Source: an optimization exercise on an open RTL-to-GDS flow (aim: small area, a short achievable clock period and few clock cycles per item). Production flows keep margins and buffers that such runs may drop. At most, simulation tests tie the RTL to the original design; equivalence was not proved. Only the layout flow was run in run 2; the RTL was not checked for function there.

## flow/design.v (module list and top-level ports; edited modules follow where they fit)
// module bfly_fa: 10 lines
// module bfly_ha: 9 lines
// module fft_bfly_pipe: 1281 lines
module fft_bfly_pipe #(
  parameter int DATA_W = 16,
  parameter int TW_W   = 16,
  parameter int TAG_W  = 8
) (
  input  logic              clk,
  input  logic              rst,
  input  logic              in_valid,
  output logic              in_ready,
  input  logic [DATA_W-1:0] a_re,
  input  logic [DATA_W-1:0] a_im,
  input  logic [DATA_W-1:0] b_re,
  input  logic [DATA_W-1:0] b_im,
  input  logic [TW_W-1:0]   w_re,
  input  logic [TW_W-1:0]   w_im,
  input  logic              inv,
  input  logic              scale,
  input  logic [TAG_W-1:0]  tag_in,
  output logic              out_valid,
  input  logic              out_ready,
  output logic [DATA_W-1:0] y0_re,
  output logic [DATA_W-1:0] y0_im,
  output logic [DATA_W-1:0] y1_re,
  output logic [DATA_W-1:0] y1_im,
  output logic              ovf,
  output logic [TAG_W-1:0]  tag_out
);
  // ...
==> flow/run.sh <==
#!/bin/bash
# synth_recipe.tcl (not shown) runs the flow's synth.tcl, then flattens the netlist and writes it again
# the make line also repeats each setting of config.mk as NAME=value (left out here)
make -C /OpenROAD-flow-scripts/flow DESIGN_CONFIG=/design/flow/config.mk WORK_HOME=/design/flow/orfs CLKGATE_MAP_FILE= SYNTH_SCRIPT=/design/flow/synth_recipe.tcl finish
==> flow/config.mk <==
export PLATFORM = sky130hd
export DESIGN_NAME = fft_bfly_pipe
export DESIGN_NICKNAME = fft_bfly_pipe
export VERILOG_FILES = /design/flow/design.v
export SDC_FILE = /design/flow/constraint.sdc
export NUM_CORES = 4
export LEC_CHECK = 0
export CAP_MARGIN = 20
export CORE_MARGIN = 2
export CORE_UTILIZATION = 40
export SETUP_SLACK_MARGIN = 3.3
export SLEW_MARGIN = 20
export SYNTH_HIERARCHICAL = 1
export SYNTH_MINIMUM_KEEP_SIZE = 0
==> flow/constraint.sdc <==
create_clock -name core_clock -period 7.5 [get_ports {clk}]
set_input_delay 1.5000 -clock core_clock [delete_from_list [all_inputs] [get_ports {clk}]]
set_output_delay 1.5000 -clock core_clock [all_outputs]
set_load 0.01 [all_outputs]
==> results.json, run 1 <==
{
  "drt_iter0_markers": 2816,
  "synth_most_common_cell": "xnor2_1",
  "critical_path.top_delay_family": "compound AO/OA/AOI/OAI gates",
  "drive_gt1_frac": 0.1276,
  "cts-root-buf": "clkbuf_16",
  "mostFrequentLayoutCell": "xnor2_1",
  "synth_edf_count": 339,
  "outcome": "complete, no violations",
  "wl_met2_um": 55360,
  "tightestPinTransition_ps": 1011,
  "worst-path-buf-inv": 0,
  "synth_top_family_by_area": "adder cells",
  "ys_seq_area_frac": 0.2969,
  "nNetsFinal": 4366,
  "globalRouteMet2Util": 0.3748,
  "async_flop_share": 0,
  "rrSetupSlack_ps": 3190,
  "fin_area_sq_um": 46420,
  "crit_path_end": "r3_ovf$_DFFE_PP_",
  "ys_warn_count": 7,
  "grtUsageMet3": 0.04719,
  "die-height_um": 318.4,
  "wl_met3_um": 11070,
  "drc": 0,
  "cp.depth": 21,
  "final-clk-cell-share": 0.03574
}
Testbench counts, summed over its fixed seeds: cycles 16,024, items 16,000.
==> run 2, diff against run 1 <==
--- a/flow/design.v
+++ b/flow/design.v
@@ -8,15 +8,6 @@
   assign s  = a ^ b ^ c;
   assign co = (a & b) | (a & c) | (b & c);
 endmodule
-module bfly_ha (
-  input  logic a,
-  input  logic b,
-  output logic s,
-  output logic co
-);
-  assign s  = a ^ b;
-  assign co = a & b;
-endmodule
 module fft_bfly_pipe #(
   parameter int DATA_W = 16,
   parameter int TW_W   = 16,
@@ -52,11 +43,10 @@
   );
     bsel = (({17{one}} & {x[15], x}) | ({17{two}} & {x, 1'b0})) ^ {17{neg}};
   endfunction
-  logic en, ld3;
-  logic v1_q, v2_q, v3_q, full_q, rdy_q;
-  assign en       = !full_q;
-  assign ld3      = !v3_q | out_ready;
-  assign in_ready = rdy_q;                 
+  logic en;
+  logic v1_q, v2_q, v3_q;
+  assign en       = !v3_q | out_ready;
+  assign in_ready = en;
   logic [7:0] owr_d, twr_d, nwr_d, owi_d, twi_d, nwi_d;
   logic [16:0] wre_e, wim_e;
   assign wre_e = {w_re, 1'b0};
@@ -72,7 +62,7 @@
     end
   end
   logic [15:0] r1_br, r1_bi;
-  logic [15:0] r1_ar, r1_ai;
+  logic [16:0] r1_ar, r1_ai;             
   logic [7:0]  r1_owr, r1_twr, r1_nwr;   
   logic [7:0]  r1_owi, r1_twi;           
   logic [7:0]  r1_nwire, r1_nwiim;       
@@ -86,8 +76,8 @@
     if (en) begin
       r1_br    <= b_re;
       r1_bi    <= b_im;
-      r1_ar    <= a_re;
-      r1_ai    <= a_im;
+      r1_ar    <= {a_re[15], a_re} + {16'd0, scale};
+      r1_ai    <= {a_im[15], a_im} + {16'd0, scale};
       r1_owr   <= owr_d;
       r1_twr   <= twr_d;
       r1_nwr   <= nwr_d;
@@ -99,7 +89,7 @@
       r1_tag   <= tag_in;
     end
   end
-  logic [34:0] re_r0, re_r1, im_r0, im_r1;
+  logic [32:0] re_r0, re_r1, im_r0, im_r1;
   wire [16:0] br_wr_pp0 = bsel(r1_br, r1_owr[0], r1_twr[0], r1_nwr[0]);
   wire [16:0] br_wr_pp1 = bsel(r1_br, r1_owr[1], r1_twr[1], r1_nwr[1]);
   wire [16:0] br_wr_pp2 = bsel(r1_br, r1_owr[2], r1_twr[2], r1_nwr[2]);
@@ -133,18 +123,20 @@
   wire [16:0] br_wi_pp6 = bsel(r1_br, r1_owi[6], r1_twi[6], r1_nwiim[6]);
   wire [16:0] br_wi_pp7 = bsel(r1_br, r1_owi[7], r1_twi[7], r1_nwiim[7]);
   wire tre_w1, tre_w2;
-  bfly_ha tre_w1_ha (.a(r1_nwire[5]), .b(r1_nwr[5]), .s(tre_w1), .co(tre_w2));
+  assign tre_w1 = r1_nwire[5] ^ r1_nwr[5];
+  assign tre_w2 = r1_nwire[5] & r1_nwr[5];
   wire tre_w3, tre_w4;
   bfly_fa tre_w3_fa (.a(r1_nwire[6]), .b(r1_nwr[6]), .c((bi_wi_pp0[12])), .s(tre_w3), .co(tre_w4));
   wire tre_w5, tre_w6;
-  bfly_ha tre_w5_ha (.a((bi_wi_pp1[10])), .b((bi_wi_pp2[8])), .s(tre_w5), .co(tre_w6));
+  assign tre_w5 = (bi_wi_pp1[10]) ^ (bi_wi_pp2[8]);
+  assign tre_w6 = (bi_wi_pp1[10]) & (bi_wi_pp2[8]);
   wire tre_w7, tre_w8;
   bfly_fa tre_w7_fa (.a((bi_wi_pp0[13])), .b((bi_wi_pp1[11])), .c((bi_wi_pp2[9])), .s(tre_w7), .co(tre_w8));
   wire tre_w9, tre_w10;
-  bfly_ha tre_w9_ha (.a((bi_wi_pp3[7])), .b((bi_wi_pp4[5])), .s(tre_w9), .co(tre_w10));
+  assign tre_w9 = (bi_wi_pp3[7]) ^ (bi_wi_pp4[5]);
+  assign tre_w10 = (bi_wi_pp3[7]) & (bi_wi_pp4[5]);
   wire tre_w11, tre_w12;
-  assign tre_w11 = ~(r1_nwire[7] ^ r1_nwr[7]);
-  assign tre_w12 = r1_nwire[7] | r1_nwr[7];
+  bfly_fa tre_w11_fa (.a(1'b1), .b(r1_nwire[7]), .c(r1_nwr[7]), .s(tre_w11), .co(tre_w12));
   wire tre_w13, tre_w14;
   bfly_fa tre_w13_fa (.a((bi_wi_pp0[14])), .b((bi_wi_pp1[12])), .c((bi_wi_pp2[10])), .s(tre_w13), .co(tre_w14));
   wire tre_w15, tre_w16;
@@ -158,7 +150,8 @@
   wire tre_w23, tre_w24;
   bfly_fa tre_w23_fa (.a((bi_wi_pp6[3])), .b((bi_wi_pp7[1])), .c((br_wr_pp0[15])), .s(tre_w23), .co(tre_w24));
   wire tre_w25, tre_w26;
-  bfly_ha tre_w25_ha (.a((br_wr_pp1[13])), .b((br_wr_pp2[11])), .s(tre_w25), .co(tre_w26));
+  assign tre_w25 = (br_wr_pp1[13]) ^ (br_wr_pp2[11]);
+  assign tre_w26 = (br_wr_pp1[13]) & (br_wr_pp2[11]);
   wire tre_w27, tre_w28;
   bfly_fa tre_w27_fa (.a((bi_wi_pp1[14])), .b((bi_wi_pp2[12])), .c((bi_wi_pp3[10])), .s(tre_w27), .co(tre_w28));
   wire tre_w29, tre_w30;
@@ -166,36 +159,39 @@
   wire tre_w31, tre_w32;
   bfly_fa tre_w31_fa (.a((bi_wi_pp7[2])), .b((br_wr_pp1[14])), .c((br_wr_pp2[12])), .s(tre_w31), .co(tre_w32));
   wire tre_w33, tre_w34;
-  bfly_ha tre_w33_ha (.a((br_wr_pp3[10])), .b((br_wr_pp4[8])), .s(tre_w33), .co(tre_w34));
+  assign tre_w33 = (br_wr_pp3[10]) ^ (br_wr_pp4[8]);
+  assign tre_w34 = (br_wr_pp3[10]) & (br_wr_pp4[8]);
   wire tre_w35, tre_w36;
-  assign tre_w35 = ~((bi_wi_pp1[15]) ^ (bi_wi_pp2[13]));
-  assign tre_w36 = (bi_wi_pp1[15]) | (bi_wi_pp2[13]);
+  bfly_fa tre_w35_fa (.a(1'b1), .b((bi_wi_pp1[15])), .c((bi_wi_pp2[13])), .s(tre_w35), .co(tre_w36));
   wire tre_w37, tre_w38;
   bfly_fa tre_w37_fa (.a((bi_wi_pp3[11])), .b((bi_wi_pp4[9])), .c((bi_wi_pp5[7])), .s(tre_w37), .co(tre_w38));
   wire tre_w39, tre_w40;
   bfly_fa tre_w39_fa (.a((bi_wi_pp6[5])), .b((bi_wi_pp7[3])), .c((br_wr_pp1[15])), .s(tre_w39), .co(tre_w40));
   wire tre_w41, tre_w42;
-  assign tre_w41 = ~((bi_wi_pp2[14]) ^ (bi_wi_pp3[12]));
-  assign tre_w42 = (bi_wi_pp2[14]) | (bi_wi_pp3[12]);
+  bfly_fa tre_w41_fa (.a(1'b1), .b((bi_wi_pp2[14])), .c((bi_wi_pp3[12])), .s(tre_w41), .co(tre_w42));
   wire tre_w43, tre_w44;
   bfly_fa tre_w43_fa (.a((bi_wi_pp4[10])), .b((bi_wi_pp5[8])), .c((bi_wi_pp6[6])), .s(tre_w43), .co(tre_w44));
   wire tre_w45, tre_w46;
-  bfly_ha tre_w45_ha (.a((bi_wi_pp7[4])), .b((br_wr_pp2[14])), .s(tre_w45), .co(tre_w46));
+  assign tre_w45 = (bi_wi_pp7[4]) ^ (br_wr_pp2[14]);
+  assign tre_w46 = (bi_wi_pp7[4]) & (br_wr_pp2[14]);
   wire tre_w47, tre_w48;
   bfly_fa tre_w47_fa (.a((bi_wi_pp2[15])), .b((bi_wi_pp3[13])), .c((bi_wi_pp4[11])), .s(tre_w47), .co(tre_w48));
   wire tre_w49, tre_w50;
-  assign tre_w49 = ~(bi_wi_pp3[14]);
-  assign tre_w50 = (bi_wi_pp3[14]);
+  assign tre_w49 = 1'b1 ^ (bi_wi_pp3[14]);
+  assign tre_w50 = 1'b1 & (bi_wi_pp3[14]);
   wire tre_w51, tre_w52;
-  bfly_ha tre_w51_ha (.a(r1_nwire[3]), .b(r1_nwr[3]), .s(tre_w51), .co(tre_w52));
+  assign tre_w51 = r1_nwire[3] ^ r1_nwr[3];
+  assign tre_w52 = r1_nwire[3] & r1_nwr[3];
   wire tre_w53, tre_w54;
   bfly_fa tre_w53_fa (.a(r1_nwire[4]), .b(r1_nwr[4]), .c((bi_wi_pp0[8])), .s(tre_w53), .co(tre_w54));
   wire tre_w55, tre_w56;
-  bfly_ha tre_w55_ha (.a((bi_wi_pp1[6])), .b((bi_wi_pp2[4])), .s(tre_w55), .co(tre_w56));
+  assign tre_w55 = (bi_wi_pp1[6]) ^ (bi_wi_pp2[4]);
+  assign tre_w56 = (bi_wi_pp1[6]) & (bi_wi_pp2[4]);
   wire tre_w57, tre_w58;
   bfly_fa tre_w57_fa (.a((bi_wi_pp0[9])), .b((bi_wi_pp1[7])), .c((bi_wi_pp2[5])), .s(tre_w57), .co(tre_w58));
   wire tre_w59, tre_w60;
-  bfly_ha tre_w59_ha (.a((bi_wi_pp3[3])), .b((bi_wi_pp4[1])), .s(tre_w59), .co(tre_w60));
+  assign tre_w59 = (bi_wi_pp3[3]) ^ (bi_wi_pp4[1]);
+  assign tre_w60 = (bi_wi_pp3[3]) & (bi_wi_pp4[1]);
   wire tre_w61, tre_w62;
   bfly_fa tre_w61_fa (.a((bi_wi_pp0[10])), .b((bi_wi_pp1[8])), .c((bi_wi_pp2[6])), .s(tre_w61), .co(tre_w62));
   wire tre_w63, tre_w64;
@@ -209,7 +205,8 @@
   wire tre_w71, tre_w72;
   bfly_fa tre_w71_fa (.a((br_wr_pp0[11])), .b((br_wr_pp1[9])), .c((br_wr_pp2[7])), .s(tre_w71), .co(tre_w72));
   wire tre_w73, tre_w74;
-  bfly_ha tre_w73_ha (.a((br_wr_pp3[5])), .b((br_wr_pp4[3])), .s(tre_w73), .co(tre_w74));
+  assign tre_w73 = (br_wr_pp3[5]) ^ (br_wr_pp4[3]);
+  assign tre_w74 = (br_wr_pp3[5]) & (br_wr_pp4[3]);
   wire tre_w75, tre_w76;
   bfly_fa tre_w75_fa (.a((bi_wi_pp3[6])), .b((bi_wi_pp4[4])), .c((bi_wi_pp5[2])), .s(tre_w75), .co(tre_w76));
   wire tre_w77, tre_w78;
@@ -289,21 +286,22 @@
   wire tre_w151, tre_w152;
   bfly_fa tre_w151_fa (.a((br_wr_pp4[13])), .b((br_wr_pp5[11])), .c((br_wr_pp6[9])), .s(tre_w151), .co(tre_w152));
   wire tre_w153, tre_w154;
-  assign tre_w153 = ~((bi_wi_pp4[14]) ^ (bi_wi_pp5[12]));
-  assign tre_w154 = (bi_wi_pp4[14]) | (bi_wi_pp5[12]);
+  bfly_fa tre_w153_fa (.a(1'b1), .b((bi_wi_pp4[14])), .c((bi_wi_pp5[12])), .s(tre_w153), .co(tre_w154));
   wire tre_w155, tre_w156;
   bfly_fa tre_w155_fa (.a((bi_wi_pp6[10])), .b((bi_wi_pp7[8])), .c((br_wr_pp4[14])), .s(tre_w155), .co(tre_w156));
   wire tre_w157, tre_w158;
-  bfly_ha tre_w157_ha (.a((br_wr_pp5[12])), .b((br_wr_pp6[10])), .s(tre_w157), .co(tre_w158));
+  assign tre_w157 = (br_wr_pp5[12]) ^ (br_wr_pp6[10]);
+  assign tre_w158 = (br_wr_pp5[12]) & (br_wr_pp6[10]);
   wire tre_w159, tre_w160;
   bfly_fa tre_w159_fa (.a((bi_wi_pp4[15])), .b((bi_wi_pp5[13])), .c((bi_wi_pp6[11])), .s(tre_w159), .co(tre_w160));
   wire tre_w161, tre_w162;
-  assign tre_w161 = ~(bi_wi_pp5[14]);
-  assign tre_w162 = (bi_wi_pp5[14]);
+  assign tre_w161 = 1'b1 ^ (bi_wi_pp5[14]);
+  assign tre_w162 = 1'b1 & (bi_wi_pp5[14]);
   wire tre_w163, tre_w164;
   bfly_fa tre_w163_fa (.a(r1_nwire[2]), .b(r1_nwr[2]), .c((bi_wi_pp0[4])), .s(tre_w163), .co(tre_w164));
   wire tre_w165, tre_w166;
-  bfly_ha tre_w165_ha (.a((bi_wi_pp0[5])), .b((bi_wi_pp1[3])), .s(tre_w165), .co(tre_w166));
+  assign tre_w165 = (bi_wi_pp0[5]) ^ (bi_wi_pp1[3]);
+  assign tre_w166 = (bi_wi_pp0[5]) & (bi_wi_pp1[3]);
   wire tre_w167, tre_w168;
   bfly_fa tre_w167_fa (.a((bi_wi_pp0[6])), .b((bi_wi_pp1[4])), .c((bi_wi_pp2[2])), .s(tre_w167), .co(tre_w168));
   wire tre_w169, tre_w170;
@@ -313,7 +311,8 @@
   wire tre_w173, tre_w174;
   bfly_fa tre_w173_fa (.a((bi_wi_pp3[1])), .b((br_wr_pp0[7])), .c((br_wr_pp1[5])), .s(tre_w173), .co(tre_w174));
   wire tre_w175, tre_w176;
-  bfly_ha tre_w175_ha (.a((br_wr_pp2[3])), .b((br_wr_pp3[1])), .s(tre_w175), .co(tre_w176));
+  assign tre_w175 = (br_wr_pp2[3]) ^ (br_wr_pp3[1]);
+  assign tre_w176 = (br_wr_pp2[3]) & (br_wr_pp3[1]);
   wire tre_w177, tre_w178;
   bfly_fa tre_w177_fa (.a((bi_wi_pp3[2])), .b((bi_wi_pp4[0])), .c((br_wr_pp0[8])), .s(tre_w177), .co(tre_w178));
   wire tre_w179, tre_w180;
@@ -421,18 +420,20 @@
   wire tre_w281, tre_w282;
   bfly_fa tre_w281_fa (.a((br_wr_pp5[15])), .b((br_wr_pp6[13])), .c((br_wr_pp7[11])), .s(tre_w281), .co(tre_w282));
   wire tre_w283, tre_w284;
-  assign tre_w283 = ~((bi_wi_pp6[14]) ^ (bi_wi_pp7[12]));
-  assign tre_w284 = (bi_wi_pp6[14]) | (bi_wi_pp7[12]);
+  bfly_fa tre_w283_fa (.a(1'b1), .b((bi_wi_pp6[14])), .c((bi_wi_pp7[12])), .s(tre_w283), .co(tre_w284));
   wire tre_w285, tre_w286;
-  bfly_ha tre_w285_ha (.a((br_wr_pp6[14])), .b((br_wr_pp7[12])), .s(tre_w285), .co(tre_w286));
+  assign tre_w285 = (br_wr_pp6[14]) ^ (br_wr_pp7[12]);
+  assign tre_w286 = (br_wr_pp6[14]) & (br_wr_pp7[12]);
   wire tre_w287, tre_w288;
   bfly_fa tre_w287_fa (.a(r1_nwire[1]), .b(r1_nwr[1]), .c((bi_wi_pp0[2])), .s(tre_w287), .co(tre_w288));
   wire tre_w289, tre_w290;
-  bfly_ha tre_w289_ha (.a((bi_wi_pp0[3])), .b((bi_wi_pp1[1])), .s(tre_w289), .co(tre_w290));
+  assign tre_w289 = (bi_wi_pp0[3]) ^ (bi_wi_pp1[1]);
+  assign tre_w290 = (bi_wi_pp0[3]) & (bi_wi_pp1[1]);
   wire tre_w291, tre_w292;
   bfly_fa tre_w291_fa (.a((bi_wi_pp1[2])), .b((bi_wi_pp2[0])), .c((br_wr_pp0[4])), .s(tre_w291), .co(tre_w292));
   wire tre_w293, tre_w294;
-  bfly_ha tre_w293_ha (.a((br_wr_pp1[2])), .b((br_wr_pp2[0])), .s(tre_w293), .co(tre_w294));
+  assign tre_w293 = (br_wr_pp1[2]) ^ (br_wr_pp2[0]);
+  assign tre_w294 = (br_wr_pp1[2]) & (br_wr_pp2[0]);
   wire tre_w295, tre_w296;
   bfly_fa tre_w295_fa (.a((bi_wi_pp2[1])), .b((br_wr_pp0[5])), .c((br_wr_pp1[3])), .s(tre_w295), .co(tre_w296));
   wire tre_w297, tre_w298;
@@ -526,14 +527,16 @@
   wire tre_w385, tre_w386;
   bfly_fa tre_w385_fa (.a((br_wr_pp7[13])), .b(tre_w284), .c(tre_w286), .s(tre_w385), .co(tre_w386));
   wire tre_w387, tre_w388;
-  assign tre_w387 = ~((bi_wi_pp7[14]) ^ (br_wr_pp7[14]));
-  assign tre_w388 = (bi_wi_pp7[14]) | (br_wr_pp7[14]);
+  bfly_fa tre_w387_fa (.a(1'b1), .b((bi_wi_pp7[14])), .c((br_wr_pp7[14])), .s(tre_w387), .co(tre_w388));
   wire tre_w389, tre_w390;
-  bfly_ha tre_w389_ha (.a((~bi_wi_pp6[16])), .b((~br_wr_pp6[16])), .s(tre_w389), .co(tre_w390));
+  assign tre_w389 = (~bi_wi_pp6[16]) ^ (~br_wr_pp6[16]);
+  assign tre_w390 = (~bi_wi_pp6[16]) & (~br_wr_pp6[16]);
   wire tre_w391, tre_w392;
-  bfly_ha tre_w391_ha (.a(r1_nwire[0]), .b(r1_nwr[0]), .s(tre_w391), .co(tre_w392));
+  assign tre_w391 = r1_nwire[0] ^ r1_nwr[0];
+  assign tre_w392 = r1_nwire[0] & r1_nwr[0];
   wire tre_w393, tre_w394;
-  bfly_ha tre_w393_ha (.a((bi_wi_pp1[0])), .b((br_wr_pp0[2])), .s(tre_w393), .co(tre_w394));
+  assign tre_w393 = (bi_wi_pp1[0]) ^ (br_wr_pp0[2]);
+  assign tre_w394 = (bi_wi_pp1[0]) & (br_wr_pp0[2]);
   wire tre_w395, tre_w396;
   bfly_fa tre_w395_fa (.a((br_wr_pp0[3])), .b((br_wr_pp1[1])), .c(tre_w288), .s(tre_w395), .co(tre_w396));
   wire tre_w397, tre_w398;
@@ -589,10 +592,11 @@
   wire tre_w447, tre_w448;
   bfly_fa tre_w447_fa (.a((bi_wi_pp7[15])), .b((br_wr_pp7[15])), .c(tre_w388), .s(tre_w447), .co(tre_w448));
   wire tre_w449, tre_w450;
-  assign tre_w449 = ~(~bi_wi_pp7[16]);
-  assign tre_w450 = (~bi_wi_pp7[16]);
+  assign tre_w449 = 1'b1 ^ (~bi_wi_pp7[16]);
+  assign tre_w450 = 1'b1 & (~bi_wi_pp7[16]);
   wire tre_w451, tre_w452;
-  bfly_ha tre_w451_ha (.a((bi_wi_pp0[0])), .b((br_wr_pp0[0])), .s(tre_w451), .co(tre_w452));
+  assign tre_w451 = (bi_wi_pp0[0]) ^ (br_wr_pp0[0]);
+  assign tre_w452 = (bi_wi_pp0[0]) & (br_wr_pp0[0]);
   wire tre_w453, tre_w454;
   bfly_fa tre_w453_fa (.a((bi_wi_pp0[1])), .b((br_wr_pp0[1])), .c(tre_w392), .s(tre_w453), .co(tre_w454));
   wire tre_w455, tre_w456;
@@ -654,18 +658,20 @@
   wire tre_w511, tre_w512;
   bfly_fa tre_w511_fa (.a((~br_wr_pp7[16])), .b(tre_w449), .c(tre_w448), .s(tre_w511), .co(tre_w512));
   wire tim_w1, tim_w2;
-  bfly_ha tim_w1_ha (.a(r1_nwiim[5]), .b(r1_nwr[5]), .s(tim_w1), .co(tim_w2));
+  assign tim_w1 = r1_nwiim[5] ^ r1_nwr[5];
+  assign tim_w2 = r1_nwiim[5] & r1_nwr[5];
   wire tim_w3, tim_w4;
   bfly_fa tim_w3_fa (.a(r1_nwiim[6]), .b(r1_nwr[6]), .c((bi_wr_pp0[12])), .s(tim_w3), .co(tim_w4));
   wire tim_w5, tim_w6;
-  bfly_ha tim_w5_ha (.a((bi_wr_pp1[10])), .b((bi_wr_pp2[8])), .s(tim_w5), .co(tim_w6));
+  assign tim_w5 = (bi_wr_pp1[10]) ^ (bi_wr_pp2[8]);
+  assign tim_w6 = (bi_wr_pp1[10]) & (bi_wr_pp2[8]);
   wire tim_w7, tim_w8;
   bfly_fa tim_w7_fa (.a((bi_wr_pp0[13])), .b((bi_wr_pp1[11])), .c((bi_wr_pp2[9])), .s(tim_w7), .co(tim_w8));
   wire tim_w9, tim_w10;
-  bfly_ha tim_w9_ha (.a((bi_wr_pp3[7])), .b((bi_wr_pp4[5])), .s(tim_w9), .co(tim_w10));
+  assign tim_w9 = (bi_wr_pp3[7]) ^ (bi_wr_pp4[5]);
+  assign tim_w10 = (bi_wr_pp3[7]) & (bi_wr_pp4[5]);
   wire tim_w11, tim_w12;
-  assign tim_w11 = ~(r1_nwiim[7] ^ r1_nwr[7]);
-  assign tim_w12 = r1_nwiim[7] | r1_nwr[7];
+  bfly_fa tim_w11_fa (.a(1'b1), .b(r1_nwiim[7]), .c(r1_nwr[7]), .s(tim_w11), .co(tim_w12));
   wire tim_w13, tim_w14;
   bfly_fa tim_w13_fa (.a((bi_wr_pp0[14])), .b((bi_wr_pp1[12])), .c((bi_wr_pp2[10])), .s(tim_w13), .co(tim_w14));
   wire tim_w15, tim_w16;
@@ -679,7 +685,8 @@
   wire tim_w23, tim_w24;
   bfly_fa tim_w23_fa (.a((bi_wr_pp6[3])), .b((bi_wr_pp7[1])), .c((br_wi_pp0[15])), .s(tim_w23), .co(tim_w24));
   wire tim_w25, tim_w26;
-  bfly_ha tim_w25_ha (.a((br_wi_pp1[13])), .b((br_wi_pp2[11])), .s(tim_w25), .co(tim_w26));
+  assign tim_w25 = (br_wi_pp1[13]) ^ (br_wi_pp2[11]);
+  assign tim_w26 = (br_wi_pp1[13]) & (br_wi_pp2[11]);
   wire tim_w27, tim_w28;
   bfly_fa tim_w27_fa (.a((bi_wr_pp1[14])), .b((bi_wr_pp2[12])), .c((bi_wr_pp3[10])), .s(tim_w27), .co(tim_w28));
   wire tim_w29, tim_w30;
@@ -687,36 +694,39 @@
   wire tim_w31, tim_w32;
   bfly_fa tim_w31_fa (.a((bi_wr_pp7[2])), .b((br_wi_pp1[14])), .c((br_wi_pp2[12])), .s(tim_w31), .co(tim_w32));
   wire tim_w33, tim_w34;
-  bfly_ha tim_w33_ha (.a((br_wi_pp3[10])), .b((br_wi_pp4[8])), .s(tim_w33), .co(tim_w34));
+  assign tim_w33 = (br_wi_pp3[10]) ^ (br_wi_pp4[8]);
+  assign tim_w34 = (br_wi_pp3[10]) & (br_wi_pp4[8]);
   wire tim_w35, tim_w36;
-  assign tim_w35 = ~((bi_wr_pp1[15]) ^ (bi_wr_pp2[13]));
-  assign tim_w36 = (bi_wr_pp1[15]) | (bi_wr_pp2[13]);
+  bfly_fa tim_w35_fa (.a(1'b1), .b((bi_wr_pp1[15])), .c((bi_wr_pp2[13])), .s(tim_w35), .co(tim_w36));
   wire tim_w37, tim_w38;
   bfly_fa tim_w37_fa (.a((bi_wr_pp3[11])), .b((bi_wr_pp4[9])), .c((bi_wr_pp5[7])), .s(tim_w37), .co(tim_w38));
   wire tim_w39, tim_w40;
   bfly_fa tim_w39_fa (.a((bi_wr_pp6[5])), .b((bi_wr_pp7[3])), .c((br_wi_pp1[15])), .s(tim_w39), .co(tim_w40));
   wire tim_w41, tim_w42;
-  assign tim_w41 = ~((bi_wr_pp2[14]) ^ (bi_wr_pp3[12]));
-  assign tim_w42 = (bi_wr_pp2[14]) | (bi_wr_pp3[12]);
+  bfly_fa tim_w41_fa (.a(1'b1), .b((bi_wr_pp2[14])), .c((bi_wr_pp3[12])), .s(tim_w41), .co(tim_w42));
   wire tim_w43, tim_w44;
   bfly_fa tim_w43_fa (.a((bi_wr_pp4[10])), .b((bi_wr_pp5[8])), .c((bi_wr_pp6[6])), .s(tim_w43), .co(tim_w44));
   wire tim_w45, tim_w46;
-  bfly_ha tim_w45_ha (.a((bi_wr_pp7[4])), .b((br_wi_pp2[14])), .s(tim_w45), .co(tim_w46));
+  assign tim_w45 = (bi_wr_pp7[4]) ^ (br_wi_pp2[14]);
+  assign tim_w46 = (bi_wr_pp7[4]) & (br_wi_pp2[14]);
   wire tim_w47, tim_w48;
   bfly_fa tim_w47_fa (.a((bi_wr_pp2[15])), .b((bi_wr_pp3[13])), .c((bi_wr_pp4[11])), .s(tim_w47), .co(tim_w48));
   wire tim_w49, tim_w50;
-  assign tim_w49 = ~(bi_wr_pp3[14]);
-  assign tim_w50 = (bi_wr_pp3[14]);
+  assign tim_w49 = 1'b1 ^ (bi_wr_pp3[14]);
+  assign tim_w50 = 1'b1 & (bi_wr_pp3[14]);
   wire tim_w51, tim_w52;
-  bfly_ha tim_w51_ha (.a(r1_nwiim[3]), .b(r1_nwr[3]), .s(tim_w51), .co(tim_w52));
+  assign tim_w51 = r1_nwiim[3] ^ r1_nwr[3];
+  assign tim_w52 = r1_nwiim[3] & r1_nwr[3];
   wire tim_w53, tim_w54;
   bfly_fa tim_w53_fa (.a(r1_nwiim[4]), .b(r1_nwr[4]), .c((bi_wr_pp0[8])), .s(tim_w53), .co(tim_w54));
   wire tim_w55, tim_w56;
-  bfly_ha tim_w55_ha (.a((bi_wr_pp1[6])), .b((bi_wr_pp2[4])), .s(tim_w55), .co(tim_w56));
+  assign tim_w55 = (bi_wr_pp1[6]) ^ (bi_wr_pp2[4]);
+  assign tim_w56 = (bi_wr_pp1[6]) & (bi_wr_pp2[4]);
   wire tim_w57, tim_w58;
   bfly_fa tim_w57_fa (.a((bi_wr_pp0[9])), .b((bi_wr_pp1[7])), .c((bi_wr_pp2[5])), .s(tim_w57), .co(tim_w58));
   wire tim_w59, tim_w60;
-  bfly_ha tim_w59_ha (.a((bi_wr_pp3[3])), .b((bi_wr_pp4[1])), .s(tim_w59), .co(tim_w60));
+  assign tim_w59 = (bi_wr_pp3[3]) ^ (bi_wr_pp4[1]);
+  assign tim_w60 = (bi_wr_pp3[3]) & (bi_wr_pp4[1]);
   wire tim_w61, tim_w62;
   bfly_fa tim_w61_fa (.a((bi_wr_pp0[10])), .b((bi_wr_pp1[8])), .c((bi_wr_pp2[6])), .s(tim_w61), .co(tim_w62));
   wire tim_w63, tim_w64;
@@ -730,7 +740,8 @@
   wire tim_w71, tim_w72;
   bfly_fa tim_w71_fa (.a((br_wi_pp0[11])), .b((br_wi_pp1[9])), .c((br_wi_pp2[7])), .s(tim_w71), .co(tim_w72));
   wire tim_w73, tim_w74;
-  bfly_ha tim_w73_ha (.a((br_wi_pp3[5])), .b((br_wi_pp4[3])), .s(tim_w73), .co(tim_w74));
+  assign tim_w73 = (br_wi_pp3[5]) ^ (br_wi_pp4[3]);
+  assign tim_w74 = (br_wi_pp3[5]) & (br_wi_pp4[3]);
   wire tim_w75, tim_w76;
   bfly_fa tim_w75_fa (.a((bi_wr_pp3[6])), .b((bi_wr_pp4[4])), .c((bi_wr_pp5[2])), .s(tim_w75), .co(tim_w76));
   wire tim_w77, tim_w78;
@@ -810,21 +821,22 @@
   wire tim_w151, tim_w152;
   bfly_fa tim_w151_fa (.a((br_wi_pp4[13])), .b((br_wi_pp5[11])), .c((br_wi_pp6[9])), .s(tim_w151), .co(tim_w152));
   wire tim_w153, tim_w154;
-  assign tim_w153 = ~((bi_wr_pp4[14]) ^ (bi_wr_pp5[12]));
-  assign tim_w154 = (bi_wr_pp4[14]) | (bi_wr_pp5[12]);
+  bfly_fa tim_w153_fa (.a(1'b1), .b((bi_wr_pp4[14])), .c((bi_wr_pp5[12])), .s(tim_w153), .co(tim_w154));
   wire tim_w155, tim_w156;
   bfly_fa tim_w155_fa (.a((bi_wr_pp6[10])), .b((bi_wr_pp7[8])), .c((br_wi_pp4[14])), .s(tim_w155), .co(tim_w156));
   wire tim_w157, tim_w158;
-  bfly_ha tim_w157_ha (.a((br_wi_pp5[12])), .b((br_wi_pp6[10])), .s(tim_w157), .co(tim_w158));
+  assign tim_w157 = (br_wi_pp5[12]) ^ (br_wi_pp6[10]);
+  assign tim_w158 = (br_wi_pp5[12]) & (br_wi_pp6[10]);
   wire tim_w159, tim_w160;
   bfly_fa tim_w159_fa (.a((bi_wr_pp4[15])), .b((bi_wr_pp5[13])), .c((bi_wr_pp6[11])), .s(tim_w159), .co(tim_w160));
   wire tim_w161, tim_w162;
-  assign tim_w161 = ~(bi_wr_pp5[14]);
-  assign tim_w162 = (bi_wr_pp5[14]);
+  assign tim_w161 = 1'b1 ^ (bi_wr_pp5[14]);
+  assign tim_w162 = 1'b1 & (bi_wr_pp5[14]);
   wire tim_w163, tim_w164;
   bfly_fa tim_w163_fa (.a(r1_nwiim[2]), .b(r1_nwr[2]), .c((bi_wr_pp0[4])), .s(tim_w163), .co(tim_w164));
   wire tim_w165, tim_w166;
-  bfly_ha tim_w165_ha (.a((bi_wr_pp0[5])), .b((bi_wr_pp1[3])), .s(tim_w165), .co(tim_w166));
+  assign tim_w165 = (bi_wr_pp0[5]) ^ (bi_wr_pp1[3]);
+  assign tim_w166 = (bi_wr_pp0[5]) & (bi_wr_pp1[3]);
   wire tim_w167, tim_w168;
   bfly_fa tim_w167_fa (.a((bi_wr_pp0[6])), .b((bi_wr_pp1[4])), .c((bi_wr_pp2[2])), .s(tim_w167), .co(tim_w168));
   wire tim_w169, tim_w170;
@@ -834,7 +846,8 @@
   wire tim_w173, tim_w174;
   bfly_fa tim_w173_fa (.a((bi_wr_pp3[1])), .b((br_wi_pp0[7])), .c((br_wi_pp1[5])), .s(tim_w173), .co(tim_w174));
   wire tim_w175, tim_w176;
-  bfly_ha tim_w175_ha (.a((br_wi_pp2[3])), .b((br_wi_pp3[1])), .s(tim_w175), .co(tim_w176));
+  assign tim_w175 = (br_wi_pp2[3]) ^ (br_wi_pp3[1]);
+  assign tim_w176 = (br_wi_pp2[3]) & (br_wi_pp3[1]);
   wire tim_w177, tim_w178;
   bfly_fa tim_w177_fa (.a((bi_wr_pp3[2])), .b((bi_wr_pp4[0])), .c((br_wi_pp0[8])), .s(tim_w177), .co(tim_w178));
   wire tim_w179, tim_w180;
@@ -942,18 +955,20 @@
   wire tim_w281, tim_w282;
   bfly_fa tim_w281_fa (.a((br_wi_pp5[15])), .b((br_wi_pp6[13])), .c((br_wi_pp7[11])), .s(tim_w281), .co(tim_w282));
   wire tim_w283, tim_w284;
-  assign tim_w283 = ~((bi_wr_pp6[14]) ^ (bi_wr_pp7[12]));
-  assign tim_w284 = (bi_wr_pp6[14]) | (bi_wr_pp7[12]);
+  bfly_fa tim_w283_fa (.a(1'b1), .b((bi_wr_pp6[14])), .c((bi_wr_pp7[12])), .s(tim_w283), .co(tim_w284));
   wire tim_w285, tim_w286;
-  bfly_ha tim_w285_ha (.a((br_wi_pp6[14])), .b((br_wi_pp7[12])), .s(tim_w285), .co(tim_w286));
+  assign tim_w285 = (br_wi_pp6[14]) ^ (br_wi_pp7[12]);
+  assign tim_w286 = (br_wi_pp6[14]) & (br_wi_pp7[12]);
   wire tim_w287, tim_w288;
   bfly_fa tim_w287_fa (.a(r1_nwiim[1]), .b(r1_nwr[1]), .c((bi_wr_pp0[2])), .s(tim_w287), .co(tim_w288));
   wire tim_w289, tim_w290;
-  bfly_ha tim_w289_ha (.a((bi_wr_pp0[3])), .b((bi_wr_pp1[1])), .s(tim_w289), .co(tim_w290));
+  assign tim_w289 = (bi_wr_pp0[3]) ^ (bi_wr_pp1[1]);
+  assign tim_w290 = (bi_wr_pp0[3]) & (bi_wr_pp1[1]);
   wire tim_w291, tim_w292;
   bfly_fa tim_w291_fa (.a((bi_wr_pp1[2])), .b((bi_wr_pp2[0])), .c((br_wi_pp0[4])), .s(tim_w291), .co(tim_w292));
   wire tim_w293, tim_w294;
-  bfly_ha tim_w293_ha (.a((br_wi_pp1[2])), .b((br_wi_pp2[0])), .s(tim_w293), .co(tim_w294));
+  assign tim_w293 = (br_wi_pp1[2]) ^ (br_wi_pp2[0]);
+  assign tim_w294 = (br_wi_pp1[2]) & (br_wi_pp2[0]);
   wire tim_w295, tim_w296;
   bfly_fa tim_w295_fa (.a((bi_wr_pp2[1])), .b((br_wi_pp0[5])), .c((br_wi_pp1[3])), .s(tim_w295), .co(tim_w296));
   wire tim_w297, tim_w298;
@@ -1047,14 +1062,16 @@
   wire tim_w385, tim_w386;
   bfly_fa tim_w385_fa (.a((br_wi_pp7[13])), .b(tim_w284), .c(tim_w286), .s(tim_w385), .co(tim_w386));
   wire tim_w387, tim_w388;
-  assign tim_w387 = ~((bi_wr_pp7[14]) ^ (br_wi_pp7[14]));
-  assign tim_w388 = (bi_wr_pp7[14]) | (br_wi_pp7[14]);
+  bfly_fa tim_w387_fa (.a(1'b1), .b((bi_wr_pp7[14])), .c((br_wi_pp7[14])), .s(tim_w387), .co(tim_w388));
   wire tim_w389, tim_w390;
-  bfly_ha tim_w389_ha (.a((~bi_wr_pp6[16])), .b((~br_wi_pp6[16])), .s(tim_w389), .co(tim_w390));
+  assign tim_w389 = (~bi_wr_pp6[16]) ^ (~br_wi_pp6[16]);
+  assign tim_w390 = (~bi_wr_pp6[16]) & (~br_wi_pp6[16]);
   wire tim_w391, tim_w392;
-  bfly_ha tim_w391_ha (.a(r1_nwiim[0]), .b(r1_nwr[0]), .s(tim_w391), .co(tim_w392));
+  assign tim_w391 = r1_nwiim[0] ^ r1_nwr[0];
+  assign tim_w392 = r1_nwiim[0] & r1_nwr[0];
   wire tim_w393, tim_w394;
-  bfly_ha tim_w393_ha (.a((bi_wr_pp1[0])), .b((br_wi_pp0[2])), .s(tim_w393), .co(tim_w394));
+  assign tim_w393 = (bi_wr_pp1[0]) ^ (br_wi_pp0[2]);
+  assign tim_w394 = (bi_wr_pp1[0]) & (br_wi_pp0[2]);
   wire tim_w395, tim_w396;
   bfly_fa tim_w395_fa (.a((br_wi_pp0[3])), .b((br_wi_pp1[1])), .c(tim_w288), .s(tim_w395), .co(tim_w396));
   wire tim_w397, tim_w398;
@@ -1110,10 +1127,11 @@
   wire tim_w447, tim_w448;
   bfly_fa tim_w447_fa (.a((bi_wr_pp7[15])), .b((br_wi_pp7[15])), .c(tim_w388), .s(tim_w447), .co(tim_w448));
   wire tim_w449, tim_w450;
-  assign tim_w449 = ~(~bi_wr_pp7[16]);
-  assign tim_w450 = (~bi_wr_pp7[16]);
+  assign tim_w449 = 1'b1 ^ (~bi_wr_pp7[16]);
+  assign tim_w450 = 1'b1 & (~bi_wr_pp7[16]);
   wire tim_w451, tim_w452;
-  bfly_ha tim_w451_ha (.a((bi_wr_pp0[0])), .b((br_wi_pp0[0])), .s(tim_w451), .co(tim_w452));
+  assign tim_w451 = (bi_wr_pp0[0]) ^ (br_wi_pp0[0]);
+  assign tim_w452 = (bi_wr_pp0[0]) & (br_wi_pp0[0]);
   wire tim_w453, tim_w454;
   bfly_fa tim_w453_fa (.a((bi_wr_pp0[1])), .b((br_wi_pp0[1])), .c(tim_w392), .s(tim_w453), .co(tim_w454));
   wire tim_w455, tim_w456;
@@ -1174,17 +1192,12 @@
   bfly_fa tim_w509_fa (.a(tim_w390), .b(tim_w446), .c(tim_w447), .s(tim_w509), .co(tim_w510));
   wire tim_w511, tim_w512;
   bfly_fa tim_w511_fa (.a((~br_wi_pp7[16])), .b(tim_w449), .c(tim_w448), .s(tim_w511), .co(tim_w512));
-  assign re_r0 = {1'b1, 1'b1, 1'b1, tre_w512, tre_w510, tre_w508, tre_w506, tre_w504, tre_w502, tre_w500, tre_w498, tre_w496, tre_w494, tre_w492, tre_w490, tre_w488, tre_w486, tre_w484, tre_w482, tre_w480, tre_w478, tre_w476, tre_w474, tre_w472, tre_w470, tre_w468, tre_w466, tre_w464, tre_w462, tre_w460, tre_w458, tre_w456, tre_w454, tre_w452, tre_w451};
-  assign re_r1 = {1'b0, 1'b0, 1'b0, tre_w450, tre_w511, tre_w509, tre_w507, tre_w505, tre_w503, tre_w501, tre_w499, tre_w497, tre_w495, tre_w493, tre_w491, tre_w489, tre_w487, tre_w485, tre_w483, tre_w481, tre_w479, tre_w477, tre_w475, tre_w473, tre_w471, tre_w469, tre_w467, tre_w465, tre_w463, tre_w461, tre_w459, tre_w457, tre_w455, tre_w453, tre_w391};
-  assign im_r0 = {1'b1, 1'b1, 1'b1, tim_w512, tim_w510, tim_w508, tim_w506, tim_w504, tim_w502, tim_w500, tim_w498, tim_w496, tim_w494, tim_w492, tim_w490, tim_w488, tim_w486, tim_w484, tim_w482, tim_w480, tim_w478, tim_w476, tim_w474, tim_w472, tim_w470, tim_w468, tim_w466, tim_w464, tim_w462, tim_w460, tim_w458, tim_w456, tim_w454, tim_w452, tim_w451};
-  assign im_r1 = {1'b0, 1'b0, 1'b0, tim_w450, tim_w511, tim_w509, tim_w507, tim_w505, tim_w503, tim_w501, tim_w499, tim_w497, tim_w495, tim_w493, tim_w491, tim_w489, tim_w487, tim_w485, tim_w483, tim_w481, tim_w479, tim_w477, tim_w475, tim_w473, tim_w471, tim_w469, tim_w467, tim_w465, tim_w463, tim_w461, tim_w459, tim_w457, tim_w455, tim_w453, tim_w391};
-  localparam int LC = 9;
-  logic [LC:0]  lre, lim;
-  assign lre = {1'b0, re_r0[LC-1:0]} + {1'b0, re_r1[LC-1:0]};
-  assign lim = {1'b0, im_r0[LC-1:0]} + {1'b0, im_r1[LC-1:0]};
-  logic [34:LC] r2_re0, r2_re1, r2_im0, r2_im1;
-  logic         r2_rec, r2_imc;
-  logic [16:0]  r2_ar, r2_ai;
+  assign re_r0 = {1'b1, tre_w512, tre_w510, tre_w508, tre_w506, tre_w504, tre_w502, tre_w500, tre_w498, tre_w496, tre_w494, tre_w492, tre_w490, tre_w488, tre_w486, tre_w484, tre_w482, tre_w480, tre_w478, tre_w476, tre_w474, tre_w472, tre_w470, tre_w468, tre_w466, tre_w464, tre_w462, tre_w460, tre_w458, tre_w456, tre_w454, tre_w452, tre_w451};
+  assign re_r1 = {1'b0, tre_w450, tre_w511, tre_w509, tre_w507, tre_w505, tre_w503, tre_w501, tre_w499, tre_w497, tre_w495, tre_w493, tre_w491, tre_w489, tre_w487, tre_w485, tre_w483, tre_w481, tre_w479, tre_w477, tre_w475, tre_w473, tre_w471, tre_w469, tre_w467, tre_w465, tre_w463, tre_w461, tre_w459, tre_w457, tre_w455, tre_w453, tre_w391};
+  assign im_r0 = {1'b1, tim_w512, tim_w510, tim_w508, tim_w506, tim_w504, tim_w502, tim_w500, tim_w498, tim_w496, tim_w494, tim_w492, tim_w490, tim_w488, tim_w486, tim_w484, tim_w482, tim_w480, tim_w478, tim_w476, tim_w474, tim_w472, tim_w470, tim_w468, tim_w466, tim_w464, tim_w462, tim_w460, tim_w458, tim_w456, tim_w454, tim_w452, tim_w451};
+  assign im_r1 = {1'b0, tim_w450, tim_w511, tim_w509, tim_w507, tim_w505, tim_w503, tim_w501, tim_w499, tim_w497, tim_w495, tim_w493, tim_w491, tim_w489, tim_w487, tim_w485, tim_w483, tim_w481, tim_w479, tim_w477, tim_w475, tim_w473, tim_w471, tim_w469, tim_w467, tim_w465, tim_w463, tim_w461, tim_w459, tim_w457, tim_w455, tim_w453, tim_w391};
+  logic [32:0] r2_re0, r2_re1, r2_im0, r2_im1;
+  logic [16:0] r2_ar, r2_ai;
   logic        r2_sc;
   logic [TAG_W-1:0] r2_tag;
   always_ff @(posedge clk) begin
@@ -1193,45 +1206,27 @@
   end
   always_ff @(posedge clk) begin
     if (en) begin
-      r2_re0 <= re_r0[34:LC];
-      r2_re1 <= re_r1[34:LC];
-      r2_im0 <= im_r0[34:LC];
-      r2_im1 <= im_r1[34:LC];
-      r2_rec <= lre[LC];
-      r2_imc <= lim[LC];
-      r2_ar  <= {r1_ar[15], r1_ar} + {16'd0, r1_sc};
-      r2_ai  <= {r1_ai[15], r1_ai} + {16'd0, r1_sc};
+      r2_re0 <= re_r0;
+      r2_re1 <= re_r1;
+      r2_im0 <= im_r0;
+      r2_im1 <= im_r1;
+      r2_ar  <= r1_ar;
+      r2_ai  <= r1_ai;
       r2_sc  <= r1_sc;
       r2_tag <= r1_tag;
     end
   end
-  logic [15:LC] lre2, lim2;
-  logic         cre, cim;
-  assign lre2 = {1'b0, r2_re0[14:LC]} + {1'b0, r2_re1[14:LC]} + {{(15-LC){1'b0}}, r2_rec};
-  assign lim2 = {1'b0, r2_im0[14:LC]} + {1'b0, r2_im1[14:LC]} + {{(15-LC){1'b0}}, r2_imc};
-  assign cre  = lre2[15];
-  assign cim  = lim2[15];
-  function automatic logic [18:0] add3(
-    input logic [19:0] x,
-    input logic [19:0] y,
-    input logic [19:0] z,
-    input logic        b0,
-    input logic        cin
-  );
-    logic [19:0] s, c, t;
-    s = x ^ y ^ z;
-    c = (x & y) | (x & z) | (y & z);
-    t = s + {c[18:0], b0} + {19'd0, cin};
-    add3 = t[18:0];
-  endfunction
-  logic [19:0] ar20, ai20;
-  assign ar20 = {{3{r2_ar[16]}}, r2_ar};
-  assign ai20 = {{3{r2_ai[16]}}, r2_ai};
+  logic [32:0] sre, sim;
+  logic [18:0] bwr, bwi;
   logic [18:0] y0r, y0i, y1r, y1i;
-  assign y0r = add3(ar20, r2_re0[34:15], r2_re1[34:15], 1'b0, cre);
-  assign y0i = add3(ai20, r2_im0[34:15], r2_im1[34:15], 1'b0, cim);
-  assign y1r = add3(ar20, ~r2_re0[34:15], ~r2_re1[34:15], 1'b1, ~cre);
-  assign y1i = add3(ai20, ~r2_im0[34:15], ~r2_im1[34:15], 1'b1, ~cim);
+  assign sre = r2_re0 + r2_re1;
+  assign sim = r2_im0 + r2_im1;
+  assign bwr = {sre[32], sre[32:15]};
+  assign bwi = {sim[32], sim[32:15]};
+  assign y0r = {{2{r2_ar[16]}}, r2_ar} + bwr;
+  assign y1r = {{2{r2_ar[16]}}, r2_ar} - bwr;
+  assign y0i = {{2{r2_ai[16]}}, r2_ai} + bwi;
+  assign y1i = {{2{r2_ai[16]}}, r2_ai} - bwi;
   function automatic logic [16:0] fin(input logic [18:0] v, input logic sc);
     logic [18:0] t;
     t = sc ? {v[18], v[18:1]} : v;
@@ -1243,51 +1238,21 @@
   assign f0i = fin(y0i, r2_sc);
   assign f1r = fin(y1r, r2_sc);
   assign f1i = fin(y1i, r2_sc);
-  logic [15:0] res_y0r, res_y0i, res_y1r, res_y1i;
-  logic        res_ovf;
-  assign res_y0r = f0r[15:0];
-  assign res_y0i = f0i[15:0];
-  assign res_y1r = f1r[15:0];
-  assign res_y1i = f1i[15:0];
-  assign res_ovf = f0r[16] | f0i[16] | f1r[16] | f1i[16];
-  logic [15:0] sk_y0r, sk_y0i, sk_y1r, sk_y1i;
-  logic        sk_ovf;
-  logic [TAG_W-1:0] sk_tag;
-  always_ff @(posedge clk) begin
-    if (en) begin
-      sk_y0r <= res_y0r;
-      sk_y0i <= res_y0i;
-      sk_y1r <= res_y1r;
-      sk_y1i <= res_y1i;
-      sk_ovf <= res_ovf;
-      sk_tag <= r2_tag;
-    end
-  end
   logic [15:0] r3_y0r, r3_y0i, r3_y1r, r3_y1i;
   logic        r3_ovf;
   logic [TAG_W-1:0] r3_tag;
   always_ff @(posedge clk) begin
-    if (rst) begin
-      v3_q   <= 1'b0;
-      full_q <= 1'b0;
-      rdy_q  <= 1'b1;
-    end else if (ld3) begin
-      v3_q   <= full_q | v2_q;
-      full_q <= 1'b0;
-      rdy_q  <= 1'b1;
-    end else if (!full_q) begin
-      full_q <= v2_q;
-      rdy_q  <= !v2_q;
-    end
+    if (rst) v3_q <= 1'b0;
+    else if (en) v3_q <= v2_q;
   end
   always_ff @(posedge clk) begin
-    if (ld3) begin
-      r3_y0r <= full_q ? sk_y0r : res_y0r;
-      r3_y0i <= full_q ? sk_y0i : res_y0i;
-      r3_y1r <= full_q ? sk_y1r : res_y1r;
-      r3_y1i <= full_q ? sk_y1i : res_y1i;
-      r3_ovf <= full_q ? sk_ovf : res_ovf;
-      r3_tag <= full_q ? sk_tag : r2_tag;
+    if (en) begin
+      r3_y0r <= f0r[15:0];
+      r3_y0i <= f0i[15:0];
+      r3_y1r <= f1r[15:0];
+      r3_y1i <= f1i[15:0];
+      r3_ovf <= f0r[16] | f0i[16] | f1r[16] | f1i[16];
+      r3_tag <= r2_tag;
     end
   end
   assign out_valid = v3_q;
--- a/flow/config.mk
+++ b/flow/config.mk
@@ -8,7 +8,4 @@
 export CAP_MARGIN = 20
 export CORE_MARGIN = 2
 export CORE_UTILIZATION = 40
-export SETUP_SLACK_MARGIN = 3.3
 export SLEW_MARGIN = 20
-export SYNTH_HIERARCHICAL = 1
-export SYNTH_MINIMUM_KEEP_SIZE = 0
==> run 2 against run 1 <==
Still clean on timing, DRC and antenna. Non-clock buffer count is 88 lower. Synthesized area is 1.4% higher. Die area is 1.3% higher. Critical path depth is 1 higher.
==> results.json, run 2 <==
{
  "timing.rr.end": "r3_ovf$_DFFE_PP_",
  "syn_nets": 4567,
  "arrival_ps": 6920,
  "synth_cell_types": 76,
  "reg2reg_depth": 22,
  "slew_headroom": 0.2101,
  "grt_max_degree": 138,
  "crit_chain": "ha_1, a31o_2, a21o_1, a211oi_1, o21ai_0, nand3_1, a21boi_0, o21a_1, o221ai_1, mux2_2, a2111o_1, ha_1, nand2b_1, o311a_1, o41ai_1, a211oi_1, a211o_1, o311ai_1, and3_1, mux2i_1, o22ai_1, o2111ai_1",
  "min_to": "r2_ai[6]$_DFFE_PP_",
  "grt_use_total": 0.2324,
  "cap_violations": 0,
  "dp_hpwl_um": 85760,
  "cts_resized": 0,
  "place_inst": 5089,
  "drt_iter0_markers": 2930,
  "outcome": "complete, no violations",
  "setup_viol": 0,
  "grt_overflow": 0,
  "clkTransAtPathRegs_ps": 60,
  "die-height_um": 320.6,
  "wl_per_cell_um": 23.18,
  "cts_max_level": 2,
  "period_needed_ps": 6546,
  "rrSetupSlack_ps": 950,
  "async_flop_share": 0,
  "min_path_type": "reg -> reg",
  "synth_edf_count": 375,
  "m1WireLength_um": 51170,
  "synthesis.area_sq_um": 40090,
  "rsz0062_at_grt": "false",
  "grt_antenna_before_repair": 1,
  "highest_layer": "met4",
  "rows": 116,
  "nNetsFinal": 4607,
  "max_freq_mhz": 152.8,
  "hold_viol": 0,
  "cts_made_buffers": 46,
  "synth_cells": 3800,
  "cts-root-buf": "clkbuf_16",
  "clkSinkCount": 378,
  "synth_top_area_frac": 0.2809,
  "slowest_stage": "o41ai_1",
  "ys_seq_area_frac": 0.2824,
  "synth_common_cells": "553 x inv_1, 501 x xnor2_1, 480 x a22oi_1",
  "die_area_sq_um": 102800,
  "r2r-start": "r2_im0[1]$_DFFE_PP_",
  "synth_top_area_cell": "edfxtp_1",
  "whs_path_depth": 0,
  "hold_start": "r1_ai[6]$_DFFE_PP_",
  "ctsHoldBuffers": 0,
  "firstDrtPassIters": 6,
  "fin_cells": 5173,
  "core-area_sq_um": 99710,
  "initial_core_util": 0.4020,
  "cts_buffer_depth": 3,
  "drtAntennaViolNets": 0,
  "routed-via-count": 28920,
  "wl_met2_um": 51050,
  "fillCellCount": 9355,
  "tightestPinTransition_ps": 1185,
  "gp_congestion": 0.9139,
  "grt_pass1_vias": 29160,
  "tns_ps": 0,
  "port_buffers": 184,
  "ios": 185,
  "start_kind": "flip-flop",
  "ys_warn_count": 1,
  "mostFrequentLayoutCell": "inv_1",
  "endpoint_kind": "flip-flop",
  "wl_um": 119900,
  "die_w_um": 320.6,
  "syn2layout_area_growth_pct": 11.78,
  "worstPathMaxFanout": 9,
  "n_antenna_cell": 0,
  "synth_most_common_cell": "inv_1",
  "synth_area_leaders": "edfxtp_1 28%, fa_1 23%, xnor2_1 11%",
  "finClkSkew_ps": 58.68,
  "final_cell_mix": "553 x inv_1, 501 x xnor2_1, 480 x a22oi_1",
  "drive_gt1_frac": 0.05729,
  "synth_seq_cells": 378,
  "grt_pass1_wl_um": 181500,
  "vias_per_cell": 5.590,
  "cts_tree": "done",
  "slowest_delay_ps": 770,
  "crit_required_ps": 7880,
  "clkLatencyLatePin_ps": 670,
  "drc": 0,
  "path_class": "reg -> reg",
  "fin_crit_sh": 0.8728,
  "wl_met3_um": 12740,
  "drv_slew": 0,
  "syn_avg_cell_area_sq_um": 10.55,
  "post_cts_buffers": 0,
  "ys.flop_type": "edfxtp_1"
}
-- run 2: cell count changes after synthesis, moves of 34 or more --
cell and delta:
edfxtp_1 +36, fa_1 -68, inv_1 +407, o21ai_0 -69
nand2_1 -39, dfxtp_1 -75, ha_1 +43, nor2_1 +34
xnor2_1 -68, xor2_1 +108
-- run 2: metrics by stage --
stage | cell area, sq um | hold slack, ps | worst slack [ps] | utilization
2_1_floorplan | 40090 | 400.3 | 1868 | -
3_3_place_gp | 43250 | 401.5 | 1162 | 0.4338
3_5_place_dp | 43270 | 404.5 | 1107 | 0.4339
4_1_cts | 44780 | 411.1 | 1118 | 0.4491
5_1_grt | 44810 | 423.1 | 674.3 | 0.4494
6_report | 44810 | 411.9 | 953.7 | 0.4494
-- run 2: cell families after synthesis --
group | synth area share
AOI/OAI and AO/OA | 0.1424
adders and majority gates | 0.2908
buffers and inverters | 0.08122
DFF | 0.2824
and+or+nand+nor | 0.04154
xor gates and xnor gates | 0.1509
muxes | 0.01061
-- run 2: area by class of cell --
cell class	count	area [sq um]	area share
clock buffer	58	1216	0.02714
clock inverter	25	297.8	0.006646
inverter	563	2113	0.04716
multi-input combinational	2559	25520	0.5695
sequential	378	11320	0.2527
tap	1298	1624	0.03625
timing repair buffer	292	2718	0.06065
-- run 2: how the worst max path moves through the flow --
| stage | end | cells past startpoint | startpoint |
|---|---|---|---|
| after floorplan | in_ready | 1 | out_ready |
| after global placement | r3_ovf$_DFFE_PP_ | 22 | r2_im0[1]$_DFFE_PP_ |
| final | r3_ovf$_DFFE_PP_ | 22 | r2_im0[1]$_DFFE_PP_ |
| after detailed placement | r3_ovf$_DFFE_PP_ | 22 | r2_im0[1]$_DFFE_PP_ |
| after CTS | r3_ovf$_DFFE_PP_ | 22 | r2_im0[1]$_DFFE_PP_ |
| after global routing | r3_ovf$_DFFE_PP_ | 22 | r2_im0[1]$_DFFE_PP_ |
-- run 2: metal layers --
layer / vias up / GRT usage
li1: 12770 / -
met1: 14220 / 0.3274
met2: 1612 / 0.3451
met3: 320 / 0.05708
met4: 0 / 0.08701
met5: - / 0
-- run 2: critical path, delay by kind of cell, from the launching register on --
family | cells | cell delay, ps
flip-flops | 1 | 370
multiplexers | 2 | 470
AND/OR/NAND/NOR | 3 | 520
AO/OA/AOI/OAI | 15 | 4130
adder cells (fa/ha/maj) | 2 | 790

==> static timing again, ports no longer ideal <==
No port has a modelled driver above. Below, the same layouts with a new extraction and two added sets of constraints. Step 1, drivers: a clkbuf_16 drives clk and a buf_2 each remaining input, both assumed. Step 2 also shifts input and output timing later by t, the mid clock arrival at the registers, as if the neighbouring blocks saw the same clock. Slacks: ideal ports / drivers / drivers and shift; pairs: ideal ports / drivers.
run	t, ns	setup WS [ns]	latest minus earliest clock arrival (ns)	worst data-port slew with drivers (ns)
run 1	0.698	3.193 / 3.193 / 3.193	0.044 / 0.043	0.06
run 2	0.707	0.954 / 0.954 / 0.954	0.059 / 0.059	0.05
After both steps setup and hold are still met in every run listed.
